Source: an optimization exercise on an open RTL-to-GDS flow (aim: small area and a short achievable clock period). Production flows keep margins and buffers that such runs may drop. At most, simulation tests tie the RTL to the original design; equivalence was not proved.

==> build 30 <==
==> flow/design.v <==
module simd_mem_arbiter #(
    parameter int ADDR_WIDTH     = 64,
    parameter int DATA_WIDTH     = 64,
    parameter int VEC_DATA_WIDTH = 512,
    parameter int TIMEOUT_CYCLES = 1024
) (
    input  logic                      CLK,
    input  logic                      RESET,
    input  logic                      S_REQ,
    input  logic                      S_WE,
    input  logic [ADDR_WIDTH-1:0]     S_ADDR,
    input  logic [DATA_WIDTH-1:0]     S_WDATA,
    input  logic [DATA_WIDTH/8-1:0]   S_WMASK,
    output logic [DATA_WIDTH-1:0]     S_RDATA,
    output logic                      S_ACK,
    input  logic                      V_REQ,
    input  logic                      V_WE,
    input  logic [ADDR_WIDTH-1:0]     V_ADDR,
    input  logic [VEC_DATA_WIDTH-1:0] V_WDATA,
    output logic [VEC_DATA_WIDTH-1:0] V_RDATA,
    output logic                      V_ACK,
    output logic                      M_REQ,
    output logic                      M_WE,
    output logic [ADDR_WIDTH-1:0]     M_ADDR,
    output logic [DATA_WIDTH-1:0]     M_WDATA,
    output logic [DATA_WIDTH/8-1:0]   M_WMASK,
    input  logic                      M_ACK,
    input  logic [DATA_WIDTH-1:0]     M_RDATA,
    output logic                      BUSY
);
    localparam int BEATS  = VEC_DATA_WIDTH / DATA_WIDTH;
    localparam int BYTES  = DATA_WIDTH / 8;
    localparam int BEAT_W = $clog2(BEATS);
    localparam int OFF_W  = $clog2(BYTES);
    localparam int AW     = ADDR_WIDTH - OFF_W;
    logic              busy_q, mreq_q, sack_q, vack_q;
    logic              idle_q;
    logic              prefer_vec, owner_vec;
    logic [BEAT_W-1:0] beat;
    logic              we_q;
    logic [BYTES-1:0]  wmask_q;
    logic [AW-1:0]     addr_q;
    logic [VEC_DATA_WIDTH-1:0] line_q;
    logic idle, accept, grant_vec, beat_done, last_done, line_hold;
    assign idle      = idle_q;
    assign accept    = idle && (S_REQ || V_REQ);
    assign grant_vec = V_REQ && (!S_REQ || prefer_vec);
    assign beat_done = mreq_q && M_ACK;
    assign last_done = beat_done && (!owner_vec || beat == BEAT_W'(BEATS - 1));
    always_ff @(posedge CLK or posedge RESET) begin
        if (RESET) begin
            busy_q     <= 1'b0;
            idle_q     <= 1'b1;
            mreq_q     <= 1'b0;
            sack_q     <= 1'b0;
            vack_q     <= 1'b0;
            prefer_vec <= 1'b0;
        end else begin
            busy_q <= accept || mreq_q;
            idle_q <= !(accept || mreq_q);
            mreq_q <= accept || (mreq_q && !last_done);
            sack_q <= last_done && !owner_vec;
            vack_q <= last_done && owner_vec;
            if (accept)
                prefer_vec <= !grant_vec;
        end
    end
    always_ff @(posedge CLK) begin
        if (idle) begin
            owner_vec <= grant_vec;
            we_q      <= grant_vec ? V_WE : S_WE;
            wmask_q   <= grant_vec ? '1 : S_WMASK;
        end
    end
    always_ff @(posedge CLK) begin
        beat   <= idle ? '0 : beat + BEAT_W'(beat_done);
    end
    logic [AW-1:0] addr_load, addr_inc;
    assign addr_load = grant_vec ? V_ADDR[ADDR_WIDTH-1:OFF_W] : S_ADDR[ADDR_WIDTH-1:OFF_W];
    localparam int HW = AW - BEAT_W;
    localparam int HB = 8;
    localparam int NB = (HW + HB - 1) / HB;
    logic [NB-1:0] below_ones_q, below_ones_d;
    logic [HW-1:0] hi_load, hi_q, hi_inc;
    logic          mid_wrap;
    assign hi_load  = addr_load[AW-1:BEAT_W];
    assign hi_q     = addr_q[AW-1:BEAT_W];
    assign mid_wrap = &addr_q[BEAT_W-1:0];
    always_comb begin
        below_ones_d[0] = 1'b1;
        for (int b = 1; b < NB; b++)
            below_ones_d[b] = below_ones_d[b-1] && (&hi_load[(b-1)*HB +: HB]);
    end
    always_ff @(posedge CLK)
        if (idle)
            below_ones_q <= below_ones_d;
    always_comb begin
        for (int i = 0; i < HW; i++) begin
            logic run;
            run = mid_wrap && below_ones_q[i / HB];
            for (int j = (i / HB) * HB; j < i; j++)
                run = run && hi_q[j];
            hi_inc[i] = hi_q[i] ^ run;
        end
    end
    assign addr_inc = {hi_inc, addr_q[BEAT_W-1:0] + BEAT_W'(1)};
    assign line_hold = !idle && !beat_done;
    always_ff @(posedge CLK)
        addr_q <= ({AW{idle}} & addr_load)
                | ({AW{beat_done}} & addr_inc)
                | ({AW{line_hold}} & addr_q);
    localparam int W = DATA_WIDTH;
    logic                      shift_q;
    logic [VEC_DATA_WIDTH-1:0] line_load;
    logic [W-1:0]              slot0_next;
    logic                      wr_step, rd_cap, s0_hold, mid_hold, s7_hold;
    always_ff @(posedge CLK or posedge RESET)
        if (RESET)
            shift_q <= 1'b0;
        else
            shift_q <= beat_done;
    assign line_load  = {V_WDATA[VEC_DATA_WIDTH-1:W], grant_vec ? V_WDATA[W-1:0] : S_WDATA};
    assign slot0_next = shift_q ? line_q[3*W-1:2*W] : line_q[2*W-1:W];
    assign wr_step    = beat_done && we_q;
    assign rd_cap     = beat_done && !we_q;
    assign s0_hold    = !idle && !wr_step && !(shift_q && !we_q);
    assign mid_hold   = !idle && !shift_q;
    assign s7_hold    = !idle && !rd_cap;
    always_ff @(posedge CLK) begin
        line_q[W-1:0] <= ({W{idle}} & line_load[W-1:0])
                       | ({W{wr_step}} & slot0_next)
                       | ({W{shift_q && !we_q}} & line_q[2*W-1:W])
                       | ({W{s0_hold}} & line_q[W-1:0]);
        line_q[7*W-1:W] <= ({6*W{idle}} & line_load[7*W-1:W])
                         | ({6*W{shift_q}} & line_q[8*W-1:2*W])
                         | ({6*W{mid_hold}} & line_q[7*W-1:W]);
        line_q[8*W-1:7*W] <= ({W{idle}} & line_load[8*W-1:7*W])
                           | ({W{rd_cap}} & M_RDATA)
                           | ({W{s7_hold}} & line_q[8*W-1:7*W]);
    end
    assign BUSY    = busy_q;
    assign M_REQ   = mreq_q;
    assign S_ACK   = sack_q;
    assign V_ACK   = vack_q;
    assign M_WE    = we_q;
    assign M_WMASK = wmask_q;
    assign M_ADDR  = {addr_q, {OFF_W{1'b0}}};
    assign M_WDATA = line_q[DATA_WIDTH-1:0];
    assign S_RDATA = line_q[VEC_DATA_WIDTH-1 -: DATA_WIDTH];
    assign V_RDATA = line_q;
endmodule
==> flow/flow/run.sh <==
#!/bin/bash
# Standard ORFS layout, with these changes: ports are buffered with buf_1 instead of the delay
# buffer buffer_ports picks by default; pins may sit one routing track apart so that a compact
# die has room for all 1500 of them; the clock pin is placed first, with a clear band around it.
set -euo pipefail
bash standard.sh \
  'BUFFER_PORTS_ARGS=-buffer_cell sky130_fd_sc_hd__buf_1' \
  "PRE_IO_PLACEMENT_TCL=$PWD/flow/pre_io.tcl" \
  'PLACE_PINS_ARGS=-min_distance 1 -min_distance_in_tracks -corner_avoidance 5 -exclude left:128-142' \
  finish > standard.log 2>&1
==> flow/flow/pre_io.tcl <==
# Put the clock pin in the middle of the left edge and keep other pins 7 um clear of it,
# so its wider clock wiring has room.
place_pin -pin_name CLK -layer met3 -location {0 135} -force_to_die_boundary
==> flow/standard.sh <==
#!/bin/bash
# synth_recipe.tcl (not shown) runs the flow's synth.tcl, then flattens the netlist and writes it again
# the make line also repeats each setting of config.mk as NAME=value (left out here)
make -C /OpenROAD-flow-scripts/flow DESIGN_CONFIG=/design/flow/config.mk WORK_HOME=/design/flow/orfs CLKGATE_MAP_FILE= SYNTH_SCRIPT=/design/flow/synth_recipe.tcl "${@:-finish}"
==> flow/config.mk <==
export PLATFORM = sky130hd
export DESIGN_NAME = simd_mem_arbiter
export DESIGN_NICKNAME = simd_mem_arbiter
export VERILOG_FILES = /design/flow/design.v
export SDC_FILE = /design/flow/constraint.sdc
export NUM_CORES = 4
export LEC_CHECK = 0
export CAP_MARGIN = 20
export CORE_AREA = 5 5 265 265
export DIE_AREA = 0 0 270 270
export PLACE_DENSITY = 0.7
export SETUP_SLACK_MARGIN = 2.5
export SLEW_MARGIN = 20
==> flow/constraint.sdc <==
create_clock -name core_clock -period 5.0 [get_ports {CLK}]
set_input_delay 1.0000 -clock core_clock [delete_from_list [all_inputs] [get_ports {CLK}]]
set_output_delay 1.0000 -clock core_clock [all_outputs]
set_load 0.01 [all_outputs]
==> build 47 (differences from build 30) <==
==> flow/design.v (replaced) <==
module simd_mem_arbiter #(
    parameter int ADDR_WIDTH     = 64,
    parameter int DATA_WIDTH     = 64,
    parameter int VEC_DATA_WIDTH = 512,
    parameter int TIMEOUT_CYCLES = 1024
) (
    input  logic                      CLK,
    input  logic                      RESET,
    input  logic                      S_REQ,
    input  logic                      S_WE,
    input  logic [ADDR_WIDTH-1:0]     S_ADDR,
    input  logic [DATA_WIDTH-1:0]     S_WDATA,
    input  logic [DATA_WIDTH/8-1:0]   S_WMASK,
    output logic [DATA_WIDTH-1:0]     S_RDATA,
    output logic                      S_ACK,
    input  logic                      V_REQ,
    input  logic                      V_WE,
    input  logic [ADDR_WIDTH-1:0]     V_ADDR,
    input  logic [VEC_DATA_WIDTH-1:0] V_WDATA,
    output logic [VEC_DATA_WIDTH-1:0] V_RDATA,
    output logic                      V_ACK,
    output logic                      M_REQ,
    output logic                      M_WE,
    output logic [ADDR_WIDTH-1:0]     M_ADDR,
    output logic [DATA_WIDTH-1:0]     M_WDATA,
    output logic [DATA_WIDTH/8-1:0]   M_WMASK,
    input  logic                      M_ACK,
    input  logic [DATA_WIDTH-1:0]     M_RDATA,
    output logic                      BUSY
);
    localparam int BEATS  = VEC_DATA_WIDTH / DATA_WIDTH;
    localparam int BYTES  = DATA_WIDTH / 8;
    localparam int BEAT_W = $clog2(BEATS);
    localparam int OFF_W  = $clog2(BYTES);
    localparam int AW     = ADDR_WIDTH - OFF_W;
    logic              busy_q, mreq_q, sack_q, vack_q;
    logic              prefer_vec, owner_vec;
    logic [BEAT_W-1:0] beat;
    logic              we_q;
    logic [BYTES-1:0]  wmask_q;
    logic [AW-1:0]     addr_q;
    logic [VEC_DATA_WIDTH-1:0] line_q;
    logic idle, accept, grant_vec, beat_done, last_done;
    assign idle      = !busy_q;
    assign accept    = idle && (S_REQ || V_REQ);
    assign grant_vec = V_REQ && (!S_REQ || prefer_vec);
    assign beat_done = mreq_q && M_ACK;
    assign last_done = beat_done && (!owner_vec || beat == BEAT_W'(BEATS - 1));
    always_ff @(posedge CLK or posedge RESET) begin
        if (RESET) begin
            busy_q     <= 1'b0;
            mreq_q     <= 1'b0;
            sack_q     <= 1'b0;
            vack_q     <= 1'b0;
            prefer_vec <= 1'b0;
        end else begin
            busy_q <= accept || mreq_q;
            mreq_q <= accept || (mreq_q && !last_done);
            sack_q <= last_done && !owner_vec;
            vack_q <= last_done && owner_vec;
            if (accept)
                prefer_vec <= !grant_vec;
        end
    end
    always_ff @(posedge CLK) begin
        if (idle) begin
            owner_vec <= grant_vec;
            beat      <= '0;
            we_q      <= grant_vec ? V_WE : S_WE;
            wmask_q   <= grant_vec ? '1 : S_WMASK;
            addr_q    <= grant_vec ? V_ADDR[ADDR_WIDTH-1:OFF_W] : S_ADDR[ADDR_WIDTH-1:OFF_W];
        end else if (beat_done) begin
            beat   <= beat + BEAT_W'(1);
            addr_q <= addr_q + AW'(1);
        end
    end
    logic [VEC_DATA_WIDTH-1:0] line_load, line_shift;
    logic                      line_hold;
    assign line_load  = {V_WDATA[VEC_DATA_WIDTH-1:DATA_WIDTH],
                         grant_vec ? V_WDATA[DATA_WIDTH-1:0] : S_WDATA};
    assign line_shift = {M_RDATA, line_q[VEC_DATA_WIDTH-1:DATA_WIDTH]};
    assign line_hold  = !idle && !beat_done;
    always_ff @(posedge CLK)
        line_q <= ({VEC_DATA_WIDTH{idle}} & line_load)
                | ({VEC_DATA_WIDTH{beat_done}} & line_shift)
                | ({VEC_DATA_WIDTH{line_hold}} & line_q);
    assign BUSY    = busy_q;
    assign M_REQ   = mreq_q;
    assign S_ACK   = sack_q;
    assign V_ACK   = vack_q;
    assign M_WE    = we_q;
    assign M_WMASK = wmask_q;
    assign M_ADDR  = {addr_q, {OFF_W{1'b0}}};
    assign M_WDATA = line_q[DATA_WIDTH-1:0];
    assign S_RDATA = line_q[VEC_DATA_WIDTH-1 -: DATA_WIDTH];
    assign V_RDATA = line_q;
endmodule
--- a/flow/config.mk
+++ b/flow/config.mk
@@ -9,5 +9,5 @@
 export CORE_AREA = 5 5 265 265
 export DIE_AREA = 0 0 270 270
 export PLACE_DENSITY = 0.7
-export SETUP_SLACK_MARGIN = 2.5
+export SETUP_SLACK_MARGIN = 3.0
 export SLEW_MARGIN = 20
==> build 72 (differences from build 30) <==
==> flow/design.v (replaced) <==
module simd_mem_arbiter #(
    parameter int ADDR_WIDTH     = 64,
    parameter int DATA_WIDTH     = 64,
    parameter int VEC_DATA_WIDTH = 512,
    parameter int TIMEOUT_CYCLES = 1024
) (
    input  logic                      CLK,
    input  logic                      RESET,
    input  logic                      S_REQ,
    input  logic                      S_WE,
    input  logic [ADDR_WIDTH-1:0]     S_ADDR,
    input  logic [DATA_WIDTH-1:0]     S_WDATA,
    input  logic [DATA_WIDTH/8-1:0]   S_WMASK,
    output logic [DATA_WIDTH-1:0]     S_RDATA,
    output logic                      S_ACK,
    input  logic                      V_REQ,
    input  logic                      V_WE,
    input  logic [ADDR_WIDTH-1:0]     V_ADDR,
    input  logic [VEC_DATA_WIDTH-1:0] V_WDATA,
    output logic [VEC_DATA_WIDTH-1:0] V_RDATA,
    output logic                      V_ACK,
    output logic                      M_REQ,
    output logic                      M_WE,
    output logic [ADDR_WIDTH-1:0]     M_ADDR,
    output logic [DATA_WIDTH-1:0]     M_WDATA,
    output logic [DATA_WIDTH/8-1:0]   M_WMASK,
    input  logic                      M_ACK,
    input  logic [DATA_WIDTH-1:0]     M_RDATA,
    output logic                      BUSY
);
    localparam int BEATS  = VEC_DATA_WIDTH / DATA_WIDTH;
    localparam int BYTES  = DATA_WIDTH / 8;
    localparam int BEAT_W = $clog2(BEATS);
    localparam int OFF_W  = $clog2(BYTES);
    localparam int AW     = ADDR_WIDTH - OFF_W;
    logic              busy_q, mreq_q, sack_q, vack_q;
    logic              prefer_vec, owner_vec;
    logic [BEAT_W-1:0] beat;
    logic              we_q;
    logic [BYTES-1:0]  wmask_q;
    logic [AW-1:0]     addr_q;
    logic [VEC_DATA_WIDTH-1:0] line_q;
    logic idle, accept, grant_vec, beat_done, last_done;
    assign idle      = !busy_q;
    assign accept    = idle && (S_REQ || V_REQ);
    assign grant_vec = V_REQ && (!S_REQ || prefer_vec);
    assign beat_done = mreq_q && M_ACK;
    assign last_done = beat_done && (!owner_vec || beat == BEAT_W'(BEATS - 1));
    always_ff @(posedge CLK or posedge RESET) begin
        if (RESET) begin
            busy_q     <= 1'b0;
            mreq_q     <= 1'b0;
            sack_q     <= 1'b0;
            vack_q     <= 1'b0;
            prefer_vec <= 1'b0;
        end else begin
            busy_q <= accept || mreq_q;
            mreq_q <= accept || (mreq_q && !last_done);
            sack_q <= last_done && !owner_vec;
            vack_q <= last_done && owner_vec;
            if (accept)
                prefer_vec <= !grant_vec;
        end
    end
    always_ff @(posedge CLK) begin
        if (idle) begin
            owner_vec <= grant_vec;
            beat      <= '0;
            we_q      <= grant_vec ? V_WE : S_WE;
            wmask_q   <= grant_vec ? '1 : S_WMASK;
            addr_q    <= grant_vec ? V_ADDR[ADDR_WIDTH-1:OFF_W] : S_ADDR[ADDR_WIDTH-1:OFF_W];
        end else if (beat_done) begin
            beat   <= beat + BEAT_W'(1);
            addr_q <= addr_q + AW'(1);
        end
    end
    logic [VEC_DATA_WIDTH-1:0] line_load, line_shift;
    logic                      line_hold;
    assign line_load  = {V_WDATA[VEC_DATA_WIDTH-1:DATA_WIDTH],
                         grant_vec ? V_WDATA[DATA_WIDTH-1:0] : S_WDATA};
    assign line_shift = {M_RDATA, line_q[VEC_DATA_WIDTH-1:DATA_WIDTH]};
    assign line_hold  = !idle && !beat_done;
    always_ff @(posedge CLK)
        line_q <= ({VEC_DATA_WIDTH{idle}} & line_load)
                | ({VEC_DATA_WIDTH{beat_done}} & line_shift)
                | ({VEC_DATA_WIDTH{line_hold}} & line_q);
    assign BUSY    = busy_q;
    assign M_REQ   = mreq_q;
    assign S_ACK   = sack_q;
    assign V_ACK   = vack_q;
    assign M_WE    = we_q;
    assign M_WMASK = wmask_q;
    assign M_ADDR  = {addr_q, {OFF_W{1'b0}}};
    assign M_WDATA = line_q[DATA_WIDTH-1:0];
    assign S_RDATA = line_q[VEC_DATA_WIDTH-1 -: DATA_WIDTH];
    assign V_RDATA = line_q;
endmodule
==> flow/run.sh (new file) <==
#!/bin/bash
# synth_recipe.tcl (not shown) runs the flow's synth.tcl, then flattens the netlist and writes it again
# the make line also repeats each setting of config.mk as NAME=value (left out here)
make -C /OpenROAD-flow-scripts/flow DESIGN_CONFIG=/design/flow/config.mk WORK_HOME=/design/flow/orfs CLKGATE_MAP_FILE= SYNTH_SCRIPT=/design/flow/synth_recipe.tcl finish
--- a/flow/config.mk
+++ b/flow/config.mk
@@ -6,8 +6,6 @@
 export NUM_CORES = 4
 export LEC_CHECK = 0
 export CAP_MARGIN = 20
-export CORE_AREA = 5 5 265 265
-export DIE_AREA = 0 0 270 270
-export PLACE_DENSITY = 0.7
-export SETUP_SLACK_MARGIN = 2.5
+export CORE_AREA = 5 5 895 135
+export DIE_AREA = 0 0 900 140
 export SLEW_MARGIN = 20
removed: flow/flow/run.sh
removed: flow/flow/pre_io.tcl
removed: flow/standard.sh
==> trial 17 (differences from build 30) <==
--- a/flow/config.mk
+++ b/flow/config.mk
@@ -9,5 +9,5 @@
 export CORE_AREA = 5 5 265 265
 export DIE_AREA = 0 0 270 270
 export PLACE_DENSITY = 0.7
-export SETUP_SLACK_MARGIN = 2.5
+export SETUP_SLACK_MARGIN = 2.7
 export SLEW_MARGIN = 20
==> out/results.ini <==
[finish]
nClkBuffers = 99
final_cell_mix = buf_1 (1486), nand2_1 (1019), dfxtp_1 (572)

[routing]
drt_iter0_markers = 4459
vias = 30000
dr_wl_met2_um = 63600
drt-total-wl_um = 156000

[synthesis]
synth_area_per_cell_sq_um = 8.74
synth_most_common_cell = nand2_1

[global_routing]
first_global_vias = 27200

[cts]
cts_made_buffers = 69

[floorplan]
die_h_um = 270

[power]
switchingPower_uw = 13400
internal_power_uw = 14500

[sta]
layout_setup_ws_ns = 2.52

[worst_setup_path]
critPathMaxStageDelay_ns = 0.45

[status]
status = complete, no violations

Source of the figures above: build 30

==> out/results.ini <==
[routing]
vias = 32500
drt-total-wl_um = 173000
dr_wl_met2_um = 73500
drt_iter0_markers = 4114

[power]
switchingPower_uw = 14700
internal_power_uw = 22600

[cts]
cts_made_buffers = 67

[synthesis]
synth_most_common_cell = dfxtp_1
synth_area_per_cell_sq_um = 10.6

[status]
status = complete, no violations

[floorplan]
die_h_um = 270

[finish]
final_cell_mix = buf_1 (778), buf_6 (714), buf_4 (595)

[worst_setup_path]
critPathMaxStageDelay_ns = 0.43

Source of the figures above: build 47

==> out/results.ini <==
[status]
status = complete, no violations

[routing]
dr_wl_met2_um = 78400
drt_iter0_markers = 4240
drt-total-wl_um = 228000
vias = 28300

[worst_setup_path]
critPathMaxStageDelay_ns = 0.74
worst-path-max-fanout = 19

[sta]
layout_setup_ws_ns = 1.44
fin_worst_skew_ns = 0.0302
slew_headroom = 0.164

[synthesis]
synth_area_per_cell_sq_um = 10.6
synth_xor_area_frac = 0.0125

[finish]
final_cell_mix = clkdlybuf4s50_1 (1490), dfxtp_1 (515), nor2b_1 (449)
nClkBuffers = 58

[global_routing]
first_global_vias = 24500
grt_pass1_wl_um = 282000
use_met1 = 0.507

[floorplan]
die_h_um = 140

[worst_hold_path]
hold_end = sack_q

[power]
internal_power_uw = 17700

Source of the figures above: build 72

==> out/results.ini <==
[finish]
buffers_excl_clock = 1526
final_cell_mix = buf_1 (1401), nand2_1 (1019), dfxtp_1 (517)

[cts]
cts_made_buffers = 69

[sta]
layout_setup_ws_ns = 2.56
finalHoldViolCount = 0

[routing]
drt-total-wl_um = 158000
wl_met1_um = 55300
vias = 30100
dr_wl_met2_um = 65300
drt_iter0_markers = 4317

[synthesis]
synth_area_leaders = dfxtp_1 (45%), nand2_1 (15%), a22oi_1 (13%), buf_4 (4.0%), mux2i_1 (2.8%)
synth-compound-area-share = 0.211
synth_most_common_cell = nand2_1
synth_area_per_cell_sq_um = 8.74

[floorplan]
fp.dieW_um = 270

[global_routing]
first_global_vias = 27800

[status]
status = complete, no violations

[worst_setup_path]
critPathMaxStageDelay_ns = 0.34

[power]
ir_drop_v = 0.000505
internal_power_uw = 14400

[job]
max_cap_violations = 0

[placement]
portBuffers = 1490

Source of the figures above: trial 17

No functional check of the RTL was part of build 30 and trial 17.

[separate check: timing with driven ports]
The results above use ideal ports. As a check the final layouts listed here were re-extracted and re-timed, cells and wires unchanged.
Step 1 assumes that a clkbuf_16 drives the clock port and a buf_2 every other input.
Step 2 adds t to the input delays and takes it off the output delays; t is the mean of the earliest and latest rising clock arrival at the registers after step 1. Input paths then give back, and output paths get back, about the clock's delay inside the block.
Slacks: ideal / step 1 / step 2; pairs: ideal / step 1.
run	t, ns	setup slack, ns	latest minus earliest clock arrival (ns)	worst slew at a driven data input, ns
build 30	0.631	2.517 / 2.472 / 1.954	0.036 / 0.037	0.22
build 47	0.643	2.524 / 2.524 / 2.194	0.027 / 0.027	0.30
build 72	0.724	1.441 / 1.441 / 1.354	0.037 / 0.037	0.48
trial 17	0.641	2.557 / 2.552 / 1.911	0.033 / 0.033	0.23
After both steps every run listed still meets setup and hold. For trial 17, which loses most, drivers alone change the setup slack by -0.005 ns; drivers and shift together by -0.646 ns.
